Context: an optimization exercise on an open-source flow, tuned for small area, a short achievable clock period and few clock cycles per item. The choices shown serve that exercise and are no tape-out recipe.
RTL that was checked went through simulation tests only; none was proved equivalent to the original.

==> run H: inputs <==
==> flow/design.v <==
package aud_dma_pkg;
    typedef enum logic [1:0] {
        ST_IDLE = 2'd0,
        ST_REQ  = 2'd1,
        ST_DATA = 2'd2
    } dma_state_t;
    localparam logic [2:0]  AXI_SIZE_64    = 3'd3;
    localparam logic [1:0]  AXI_BURST_INCR = 2'b01;
    localparam int unsigned BYTES_PER_BEAT = 8;
    function automatic logic [31:0] burst_bytes(input logic [4:0] beats);
        burst_bytes = {27'd0, beats} * BYTES_PER_BEAT;
    endfunction
endpackage
module audio_rd_dma #(
    parameter int              ID_W        = 4,
    parameter logic [ID_W-1:0] AXI_ID      = 1,
    parameter int              BURST_BEATS = 8,
    parameter int              FIFO_DEPTH  = 32
) (
    input  logic            gclk,
    input  logic            gresetn,
    input  logic            cfg_start,
    input  logic            cfg_stop,
    input  logic [31:0]     cfg_base,
    input  logic [15:0]     cfg_words,
    input  logic            cfg_loop,
    output logic            busy,
    output logic            done,
    output logic            err,
    output logic [ID_W-1:0] aid,
    output logic [31:0]     aaddr,
    output logic            avalid,
    output logic            awrite,
    output logic [3:0]      alen,
    output logic [2:0]      asize,
    output logic [1:0]      aburst,
    input  logic            aready,
    input  logic [ID_W-1:0] rid,
    input  logic [63:0]     rdata,
    input  logic            rlast,
    input  logic            rvalid,
    output logic            rready,
    output logic [63:0]     smp_data,
    output logic            smp_valid,
    input  logic            smp_ready
);
    localparam logic [1:0] MAX_OUT = 2'd3;
    logic [25:0] aaddr_r;      
    logic [12:0] whi_r;        
    logic [2:0]  llen_r;       
    logic [12:0] rk_r;         
    logic        loop_r;
    logic        busy_r, done_r, err_r, stop_r, avalid_r;
    logic        prd_r;        
    logic [1:0]  oc_r;         
    logic [2:0]  db_r;         
    logic        start_s, stop_now_s, acc_s, act_s, beat_s, id_ok_s;
    logic        last_req_s, last_burst_s, last_exp_s, cmp_s;
    logic        nat_end_s, stop_end_s, restart_s;
    logic [25:0] addr_b_s;
    logic        addr_ci_s;
    assign start_s    = cfg_start & ~busy_r;
    assign stop_now_s = busy_r & (cfg_stop | stop_r);
    assign acc_s      = avalid_r & aready;
    assign act_s      = (oc_r != 2'd0);
    assign id_ok_s    = (rid == AXI_ID);
    assign beat_s     = rvalid & smp_ready & act_s;
    assign last_req_s   = (rk_r == whi_r);
    assign last_burst_s = prd_r & (oc_r == 2'd1);
    assign last_exp_s   = (db_r == 3'd7) | (last_burst_s & (db_r == llen_r));
    assign cmp_s        = beat_s & last_exp_s;
    assign nat_end_s  = cmp_s & last_burst_s & ~loop_r;
    assign stop_end_s = stop_now_s & ~avalid_r & (oc_r == 2'd0);
    assign restart_s  = prd_r & ~stop_now_s & (oc_r == 2'd0);
    assign addr_b_s  = restart_s ? {13'h1fff, ~whi_r} : 26'd0;
    assign addr_ci_s = restart_s ? (llen_r == 3'd7) : 1'b1;
    always_ff @(posedge gclk or negedge gresetn) begin
        if (!gresetn) begin
            busy_r   <= 1'b0;
            done_r   <= 1'b0;
            err_r    <= 1'b0;
            stop_r   <= 1'b0;
            avalid_r <= 1'b0;
            prd_r    <= 1'b0;
            oc_r     <= 2'd0;
            db_r     <= 3'd0;
        end else begin
            case ({acc_s, cmp_s})
                2'b10:   oc_r <= oc_r + 2'd1;
                2'b01:   oc_r <= oc_r - 2'd1;
                default: oc_r <= oc_r;
            endcase
            stop_r <= ~start_s & (stop_r | cfg_stop);
            if (start_s) begin
                busy_r   <= (cfg_words != 16'd0);
                done_r   <= (cfg_words == 16'd0);
                err_r    <= 1'b0;
                avalid_r <= (cfg_words != 16'd0);
                prd_r    <= 1'b0;
            end else begin
                busy_r <= busy_r & ~nat_end_s & ~stop_end_s;
                done_r <= nat_end_s & ~stop_now_s;
                if (beat_s & (~id_ok_s | (rlast != last_exp_s))) begin
                    err_r <= 1'b1;
                end
                if (avalid_r) begin
                    avalid_r <= ~aready;
                end else begin
                    avalid_r <= busy_r & ~stop_now_s & ~prd_r & (oc_r != MAX_OUT);
                end
                if (acc_s & last_req_s) begin
                    prd_r <= 1'b1;
                end else if (restart_s) begin
                    prd_r <= 1'b0;
                end
            end
            if (beat_s) begin
                db_r <= last_exp_s ? 3'd0 : db_r + 3'd1;
            end
        end
    end
    always_ff @(posedge gclk) begin
        if (start_s) begin
            aaddr_r <= cfg_base[31:6];
            whi_r   <= cfg_words[15:3];
            llen_r  <= cfg_words[2:0] - 3'd1;
            rk_r    <= {12'd0, (cfg_words[2:0] == 3'd0)};
            loop_r  <= cfg_loop;
        end else if (acc_s | (restart_s & loop_r)) begin
            aaddr_r <= aaddr_r + addr_b_s + {25'd0, addr_ci_s};
            rk_r    <= restart_s ? {12'd0, (llen_r == 3'd7)} : rk_r + 13'd1;
        end
    end
    assign busy      = busy_r;
    assign done      = done_r;
    assign err       = err_r;
    assign aid       = AXI_ID;
    assign aaddr     = {aaddr_r, 6'd0};
    assign avalid    = avalid_r;
    assign awrite    = 1'b0;
    assign alen      = last_req_s ? {1'b0, llen_r} : 4'd7;
    assign asize     = aud_dma_pkg::AXI_SIZE_64;
    assign aburst    = aud_dma_pkg::AXI_BURST_INCR;
    assign rready    = smp_ready & act_s;
    assign smp_data  = rdata;
    assign smp_valid = rvalid & id_ok_s & act_s;
endmodule
==> flow/run.sh <==
#!/bin/bash
# synth_recipe.tcl (not shown) runs the flow's synth.tcl, then flattens the netlist and writes it again
# the make line also repeats each setting of config.mk as NAME=value (left out here)
make -C /OpenROAD-flow-scripts/flow DESIGN_CONFIG=/design/flow/config.mk WORK_HOME=/design/flow/orfs CLKGATE_MAP_FILE= SYNTH_SCRIPT=/design/flow/synth_recipe.tcl finish
==> flow/config.mk <==
export PLATFORM = sky130hd
export DESIGN_NAME = audio_rd_dma
export DESIGN_NICKNAME = audio_rd_dma
export VERILOG_FILES = /design/flow/design.v
export SDC_FILE = /design/flow/constraint.sdc
export NUM_CORES = 4
export LEC_CHECK = 0
export CAP_MARGIN = 20
export CORE_MARGIN = 2
export CORE_UTILIZATION = 60
export SETUP_SLACK_MARGIN = 2.5
export SLEW_MARGIN = 20
==> flow/constraint.sdc <==
create_clock -name core_clock -period 5.5 [get_ports {gclk}]
set_input_delay 1.1000 -clock core_clock [delete_from_list [all_inputs] [get_ports {gclk}]]
set_output_delay 1.1000 -clock core_clock [all_outputs]
set_load 0.01 [all_outputs]
==> inputs of run Y, as changes to run H <==
--- a/flow/design.v
+++ b/flow/design.v
@@ -13,2 +13,23 @@
 endpackage
+module aud_smp_gate #(
+    parameter int              ID_W   = 4,
+    parameter logic [ID_W-1:0] AXI_ID = 1
+) (
+    input  logic            rvalid,
+    input  logic [ID_W-1:0] rid,
+    input  logic            smp_ready,
+    input  logic [1:0]      oc,
+    output logic            smp_valid,
+    output logic            rready
+);
+    assign smp_valid = rvalid & (oc != 2'd0) & (rid == AXI_ID);
+    assign rready    = smp_ready & (oc != 2'd0);
+endmodule
+module aud_addr_hi (
+    input  logic [12:0] base_hi,
+    input  logic        wrap,
+    output logic [12:0] addr_hi
+);
+    assign addr_hi = base_hi + {12'd0, wrap};
+endmodule
 module audio_rd_dma #(
@@ -47,6 +68,11 @@
     localparam logic [1:0] MAX_OUT = 2'd3;
-    logic [25:0] aaddr_r;      
+    logic [12:0] alo_r;        
+    logic [12:0] ahi_r;        
+    logic        wrap_r;       
+    logic [12:0] addr_hi_s;
     logic [12:0] whi_r;        
     logic [2:0]  llen_r;       
-    logic [12:0] rk_r;         
+    logic [12:0] rem_r;        
+    logic        full_s;       
+    logic        lastq_r;      
     logic        loop_r;
@@ -57,6 +83,9 @@
     logic        start_s, stop_now_s, acc_s, act_s, beat_s, id_ok_s;
-    logic        last_req_s, last_burst_s, last_exp_s, cmp_s;
-    logic        nat_end_s, stop_end_s, restart_s;
-    logic [25:0] addr_b_s;
+    logic        last_burst_s, last_exp_s, cmp_s;
+    logic        nat_end_s, stop_end_s, restart_s, adv_s;
+    logic [12:0] addr_b_s;
     logic        addr_ci_s;
+    logic [14:0] lo_sum_s;
+    logic [12:0] rem_nxt_s;
+    assign full_s     = (llen_r == 3'd7);
     assign start_s    = cfg_start & ~busy_r;
@@ -67,3 +96,2 @@
     assign beat_s     = rvalid & smp_ready & act_s;
-    assign last_req_s   = (rk_r == whi_r);
     assign last_burst_s = prd_r & (oc_r == 2'd1);
@@ -73,5 +101,8 @@
     assign stop_end_s = stop_now_s & ~avalid_r & (oc_r == 2'd0);
-    assign restart_s  = prd_r & ~stop_now_s & (oc_r == 2'd0);
-    assign addr_b_s  = restart_s ? {13'h1fff, ~whi_r} : 26'd0;
-    assign addr_ci_s = restart_s ? (llen_r == 3'd7) : 1'b1;
+    assign restart_s  = busy_r & prd_r & loop_r & (oc_r == 2'd0);
+    assign addr_b_s  = prd_r ? ~whi_r : 13'd0;
+    assign addr_ci_s = prd_r ? full_s : 1'b1;
+    assign lo_sum_s  = {1'b0, alo_r, 1'b1} + {1'b0, addr_b_s, addr_ci_s};
+    assign rem_nxt_s = prd_r ? whi_r : rem_r - 13'd1;
+    assign adv_s     = acc_s | restart_s;
     always_ff @(posedge gclk or negedge gresetn) begin
@@ -110,3 +141,3 @@
                 end
-                if (acc_s & last_req_s) begin
+                if (acc_s & lastq_r) begin
                     prd_r <= 1'b1;
@@ -123,10 +154,15 @@
         if (start_s) begin
-            aaddr_r <= cfg_base[31:6];
+            alo_r   <= cfg_base[18:6];
+            ahi_r   <= cfg_base[31:19];
+            wrap_r  <= 1'b0;
             whi_r   <= cfg_words[15:3];
             llen_r  <= cfg_words[2:0] - 3'd1;
-            rk_r    <= {12'd0, (cfg_words[2:0] == 3'd0)};
+            rem_r   <= cfg_words[15:3];
+            lastq_r <= (cfg_words[15:3] == {12'd0, (cfg_words[2:0] == 3'd0)});
             loop_r  <= cfg_loop;
-        end else if (acc_s | (restart_s & loop_r)) begin
-            aaddr_r <= aaddr_r + addr_b_s + {25'd0, addr_ci_s};
-            rk_r    <= restart_s ? {12'd0, (llen_r == 3'd7)} : rk_r + 13'd1;
+        end else if (adv_s) begin
+            alo_r   <= lo_sum_s[13:1];
+            wrap_r  <= ~prd_r & (wrap_r | (&alo_r));
+            rem_r   <= rem_nxt_s;
+            lastq_r <= (rem_nxt_s == {12'd0, full_s});
         end
@@ -137,11 +173,22 @@
     assign aid       = AXI_ID;
-    assign aaddr     = {aaddr_r, 6'd0};
+    assign aaddr     = {addr_hi_s, alo_r, 6'd0};
     assign avalid    = avalid_r;
     assign awrite    = 1'b0;
-    assign alen      = last_req_s ? {1'b0, llen_r} : 4'd7;
+    assign alen      = lastq_r ? {1'b0, llen_r} : 4'd7;
     assign asize     = aud_dma_pkg::AXI_SIZE_64;
     assign aburst    = aud_dma_pkg::AXI_BURST_INCR;
-    assign rready    = smp_ready & act_s;
     assign smp_data  = rdata;
-    assign smp_valid = rvalid & id_ok_s & act_s;
+    aud_addr_hi u_addr_hi (
+        .base_hi (ahi_r),
+        .wrap    (wrap_r),
+        .addr_hi (addr_hi_s)
+    );
+    aud_smp_gate u_gate (
+        .rvalid    (rvalid),
+        .rid       (rid),
+        .smp_ready (smp_ready),
+        .oc        (oc_r),
+        .smp_valid (smp_valid),
+        .rready    (rready)
+    );
 endmodule
==> flow/flow/run.sh (new file) <==
#!/bin/bash
# Layout with the standard.sh (ORFS), with these changes:
#  - synthesis runs flow/my_synth.tcl: synth_recipe.tcl's steps (same Yosys
#    synth -nofsm -noshare, flatten and renaming), except the ABC calls: the
#    design is mapped with flow/abc_map.script, and the small combinational
#    modules named in SYNTH_KEEP_MODULES (kept as modules of their own until
#    the final flatten) with flow/abc_gate.script; no adder map. Registers
#    are mapped exactly as in the standard synthesis;
#  - port buffers are buf_1, tie cells are not duplicated, CTS settings.
# Output goes to standard.log (ORFS keeps per-step logs under orfs/logs).
set -euo pipefail
export MY_ABC_SCRIPT=$PWD/flow/abc_map.script MY_GATE_SCRIPT=$PWD/flow/abc_gate.script
bash standard.sh SYNTH_SCRIPT=$PWD/flow/my_synth.tcl SYNTH_KEEP_MODULES="aud_smp_gate aud_addr_hi" ADDER_MAP_FILE= SKIP_REPAIR_TIE_FANOUT=1 BUFFER_PORTS_ARGS="-buffer_cell sky130_fd_sc_hd__buf_1" CTS_ARGS="-sink_clustering_enable -repair_clock_nets -dont_use_dummy_load -buf_list sky130_fd_sc_hd__clkbuf_8" finish > standard.log 2>&1
==> flow/flow/abc_gate.script (new file) <==
strash; dch; map -D 50
==> flow/flow/abc_map.script (new file) <==
&get -n; &st; &dch; &nf -D 1500; &put
==> flow/flow/my_synth.tcl (new file) <==
proc synth {args} { yosys synth -nofsm -noshare {*}$args }
# ABC mapping: the design with flow/abc_map.script; the small combinational
# modules named in SYNTH_KEEP_MODULES (kept apart until the flatten below)
# with flow/abc_gate.script, a delay-driven mapping.
proc abc {args} {
  set i [lsearch -exact $args -script]
  set j [lsearch -exact $args -D]
  if {$j >= 0} { set args [lreplace $args $j [expr {$j+1}]] }
  set main [lreplace $args [expr {$i+1}] [expr {$i+1}] $::env(MY_ABC_SCRIPT)]
  set gate [lreplace $args [expr {$i+1}] [expr {$i+1}] $::env(MY_GATE_SCRIPT)]
  puts "MYABC main: $main"
  yosys abc {*}$main $::env(DESIGN_NAME)
  foreach m $::env(SYNTH_KEEP_MODULES) {
    puts "MYABC gate $m: $gate"
    yosys abc {*}$gate $m
  }
}
source $::env(SCRIPTS_DIR)/synth.tcl
# left out here: clear keep_hierarchy, flatten, clean up, hide names made inside functions, write 1_2_yosys.v
==> flow/standard.sh (new file) <==
#!/bin/bash
# synth_recipe.tcl (not shown) runs the flow's synth.tcl, then flattens the netlist and writes it again
# the make line also repeats each setting of config.mk as NAME=value (left out here)
make -C /OpenROAD-flow-scripts/flow DESIGN_CONFIG=/design/flow/config.mk WORK_HOME=/design/flow/orfs CLKGATE_MAP_FILE= SYNTH_SCRIPT=/design/flow/synth_recipe.tcl "${@:-finish}"
SETUP_SLACK_MARGIN = 2.6   (was 2.5)
removed: flow/run.sh
==> inputs of run Z, as changes to run H <==
--- a/flow/design.v
+++ b/flow/design.v
@@ -50,3 +50,5 @@
     logic [2:0]  llen_r;       
-    logic [12:0] rk_r;         
+    logic [12:0] rem_r;        
+    logic        full_r;       
+    logic        lastq_r;      
     logic        loop_r;
@@ -57,6 +59,9 @@
     logic        start_s, stop_now_s, acc_s, act_s, beat_s, id_ok_s;
-    logic        last_req_s, last_burst_s, last_exp_s, cmp_s;
-    logic        nat_end_s, stop_end_s, restart_s;
-    logic [25:0] addr_b_s;
+    logic        last_burst_s, last_exp_s, cmp_s;
+    logic        nat_end_s, stop_end_s, restart_s, adv_s;
+    logic [12:0] addr_b_s;
     logic        addr_ci_s;
+    logic [14:0] lo_sum_s;
+    logic [12:0] hi_inc_s, hi_dec_s, hi_nxt_s;
+    logic [12:0] rem_nxt_s;
     assign start_s    = cfg_start & ~busy_r;
@@ -67,3 +72,2 @@
     assign beat_s     = rvalid & smp_ready & act_s;
-    assign last_req_s   = (rk_r == whi_r);
     assign last_burst_s = prd_r & (oc_r == 2'd1);
@@ -73,5 +77,17 @@
     assign stop_end_s = stop_now_s & ~avalid_r & (oc_r == 2'd0);
-    assign restart_s  = prd_r & ~stop_now_s & (oc_r == 2'd0);
-    assign addr_b_s  = restart_s ? {13'h1fff, ~whi_r} : 26'd0;
-    assign addr_ci_s = restart_s ? (llen_r == 3'd7) : 1'b1;
+    assign restart_s  = prd_r & loop_r & ~stop_now_s & (oc_r == 2'd0);
+    assign addr_b_s  = prd_r ? ~whi_r : 13'd0;
+    assign addr_ci_s = prd_r ? full_r : 1'b1;
+    assign lo_sum_s  = {1'b0, aaddr_r[12:0], 1'b1} + {1'b0, addr_b_s, addr_ci_s};
+    assign hi_inc_s  = aaddr_r[25:13] + 13'd1;
+    assign hi_dec_s  = aaddr_r[25:13] - 13'd1;
+    always_comb begin
+        case ({prd_r, lo_sum_s[14]})
+            2'b01:   hi_nxt_s = hi_inc_s;
+            2'b10:   hi_nxt_s = hi_dec_s;
+            default: hi_nxt_s = aaddr_r[25:13];
+        endcase
+    end
+    assign rem_nxt_s = prd_r ? whi_r : rem_r - 13'd1;
+    assign adv_s     = acc_s | restart_s;
     always_ff @(posedge gclk or negedge gresetn) begin
@@ -110,3 +126,3 @@
                 end
-                if (acc_s & last_req_s) begin
+                if (acc_s & lastq_r) begin
                     prd_r <= 1'b1;
@@ -126,7 +142,10 @@
             llen_r  <= cfg_words[2:0] - 3'd1;
-            rk_r    <= {12'd0, (cfg_words[2:0] == 3'd0)};
+            full_r  <= (cfg_words[2:0] == 3'd0);
+            rem_r   <= cfg_words[15:3];
+            lastq_r <= (cfg_words[15:3] == {12'd0, (cfg_words[2:0] == 3'd0)});
             loop_r  <= cfg_loop;
-        end else if (acc_s | (restart_s & loop_r)) begin
-            aaddr_r <= aaddr_r + addr_b_s + {25'd0, addr_ci_s};
-            rk_r    <= restart_s ? {12'd0, (llen_r == 3'd7)} : rk_r + 13'd1;
+        end else if (adv_s) begin
+            aaddr_r <= {hi_nxt_s, lo_sum_s[13:1]};
+            rem_r   <= rem_nxt_s;
+            lastq_r <= (rem_nxt_s == {12'd0, full_r});
         end
@@ -140,3 +159,3 @@
     assign awrite    = 1'b0;
-    assign alen      = last_req_s ? {1'b0, llen_r} : 4'd7;
+    assign alen      = lastq_r ? {1'b0, llen_r} : 4'd7;
     assign asize     = aud_dma_pkg::AXI_SIZE_64;
==> flow/flow/run.sh (new file) <==
#!/bin/bash
# Layout with the standard.sh (ORFS), with two changes:
#  - synthesis runs flow/my_synth.tcl: synth_recipe.tcl's steps, except that
#    the ABC mapping uses Yosys's default ABC script with a delay target
#    (registers are mapped exactly as in the standard synthesis);
#  - extra ORFS settings passed as make variables (see below).
# Each tool's output goes to standard.log (ORFS keeps per-step logs in orfs/logs).
set -euo pipefail
export MY_ABC_NOSCRIPT=1 MY_ABC_D=500
bash standard.sh SYNTH_SCRIPT=$PWD/flow/my_synth.tcl ADDER_MAP_FILE= BUFFER_PORTS_ARGS="-buffer_cell sky130_fd_sc_hd__buf_1" finish > standard.log 2>&1
==> flow/flow/my_synth.tcl (new file) <==
proc synth {args} { yosys synth -nofsm -noshare {*}$args }
# Map with a custom ABC script instead of the speed script.
proc abc {args} {
  set i [lsearch -exact $args -script]
  if {$i >= 0 && [info exists ::env(MY_ABC_SCRIPT)]} { lset args [expr {$i+1}] $::env(MY_ABC_SCRIPT) }
  if {[info exists ::env(MY_ABC_D)]} { set j [lsearch -exact $args -D]; if {$j>=0} {lset args [expr {$j+1}] $::env(MY_ABC_D)} }
  if {[info exists ::env(MY_ABC_NOSCRIPT)]} { set i [lsearch -exact $args -script]; set args [lreplace $args $i [expr {$i+1}]] }
  if {[info exists ::env(MY_ABC_NOD)]} { set j [lsearch -exact $args -D]; if {$j>=0} {set args [lreplace $args $j [expr {$j+1}]]} }
  puts "MYABC: $args"
  yosys abc {*}$args
}
source $::env(SCRIPTS_DIR)/synth.tcl
# left out here: clear keep_hierarchy, flatten, clean up, hide names made inside functions, write 1_2_yosys.v
==> flow/standard.sh (new file) <==
#!/bin/bash
# synth_recipe.tcl (not shown) runs the flow's synth.tcl, then flattens the netlist and writes it again
# the make line also repeats each setting of config.mk as NAME=value (left out here)
make -C /OpenROAD-flow-scripts/flow DESIGN_CONFIG=/design/flow/config.mk WORK_HOME=/design/flow/orfs CLKGATE_MAP_FILE= SYNTH_SCRIPT=/design/flow/synth_recipe.tcl "${@:-finish}"
removed: flow/run.sh
==> results_tabular.tex <==
\begin{tabular}{lr}
\hline
Metric & Value \\
\hline
\multicolumn{2}{l}{\textbf{Run status}} \\
\quad Result of the run & no timing/DRC/antenna violations \\
\multicolumn{2}{l}{\textbf{STA}} \\
\quad Worst relative slew slack & 31.3\% \\
\multicolumn{2}{l}{\textbf{Cells and area}} \\
\quad Regs by FF count & aaddr\_r: 26 flops, rk\_r: 13 flops, whi\_r: 13 flops \\
\multicolumn{2}{l}{\textbf{Clocking}} \\
\quad Clock Latency Late Sink & 0.36 ns \\
\multicolumn{2}{l}{\textbf{Routing}} \\
\quad Routed metal-1 wirelength & 5750 um \\
\quad Routed length on met3 & 1210 um \\
\hline
\end{tabular}
The numbers above come from run H.

==> results_tabular.tex <==
\begin{tabular}{lr}
\hline
Metric & Value \\
\hline
\multicolumn{2}{l}{\textbf{Routing}} \\
\quad Routed length on met3 & 1040 um \\
\quad Routed metal-1 wirelength & 4810 um \\
\multicolumn{2}{l}{\textbf{Logic synthesis}} \\
\quad Adder and majority cell fraction of the synthesized area & 1.94\% \\
\multicolumn{2}{l}{\textbf{STA}} \\
\quad Worst relative slew slack & 58.4\% \\
\multicolumn{2}{l}{\textbf{Run status}} \\
\quad Result of the run & no timing/DRC/antenna violations \\
\multicolumn{2}{l}{\textbf{Clocking}} \\
\quad Clock Latency Late Sink & 0.34 ns \\
\quad TritonCTS clock tree & done \\
\multicolumn{2}{l}{\textbf{Cells and area}} \\
\quad Ratio of cells with drive above 1 in the final layout & 3.47\% \\
\hline
\end{tabular}
The numbers above come from run Y.

==> results_tabular.tex <==
\begin{tabular}{lr}
\hline
Metric & Value \\
\hline
\multicolumn{2}{l}{\textbf{Run status}} \\
\quad Result of the run & no timing/DRC/antenna violations \\
\multicolumn{2}{l}{\textbf{Cells and area}} \\
\quad Share of the core filled with cells & 68.3\% \\
\quad Regs by FF count & aaddr\_r: 26 flops, rem\_r: 13 flops, whi\_r: 13 flops \\
\multicolumn{2}{l}{\textbf{Clocking}} \\
\quad Setup fix buffers added after clock tree synthesis & 23 \\
\quad Clock Latency Late Sink & 0.34 ns \\
\multicolumn{2}{l}{\textbf{Routing}} \\
\quad Routed metal-1 wirelength & around 4500 um \\
\hline
\end{tabular}
The numbers above come from run Z.

Testbench counts of run Y, summed over its fixed seeds: cycles 12,335, items 9,450.
No functional check of the RTL was part of run H and run Z.

==> separate check: timing with driven ports <==
The flow's constraints put no driver on any port. The routed layouts listed below were extracted and timed again, unchanged, in two steps. Step 1: set_driving_cell puts a clkbuf_16 on gclk and a buf_2 on each other input, an assumption about the parent block. Step 2 times the ports against the registers' clock, not the clock port: input delays grow and output delays shrink by t, the midpoint of the rising clock arrivals with the driver on. Three values: no drivers, after step 1, after step 2; two values: the first two.
run	t, ns	slack for setup (ns)	worst setup path at the end	worst register clock-pin slew, ns
run H	0.387	1.796 / 1.791 / 1.404	input to register	0.10 / 0.10
run Y	0.365	2.809 / 2.791 / 2.657	input to register	0.07 / 0.07
run Z	0.363	1.152 / 1.152 / 1.152	register to register	0.08 / 0.08
After both steps every run listed still meets setup and hold. For run H, which loses most, drivers alone change the setup slack by -0.005 ns; drivers and shift together by -0.392 ns.
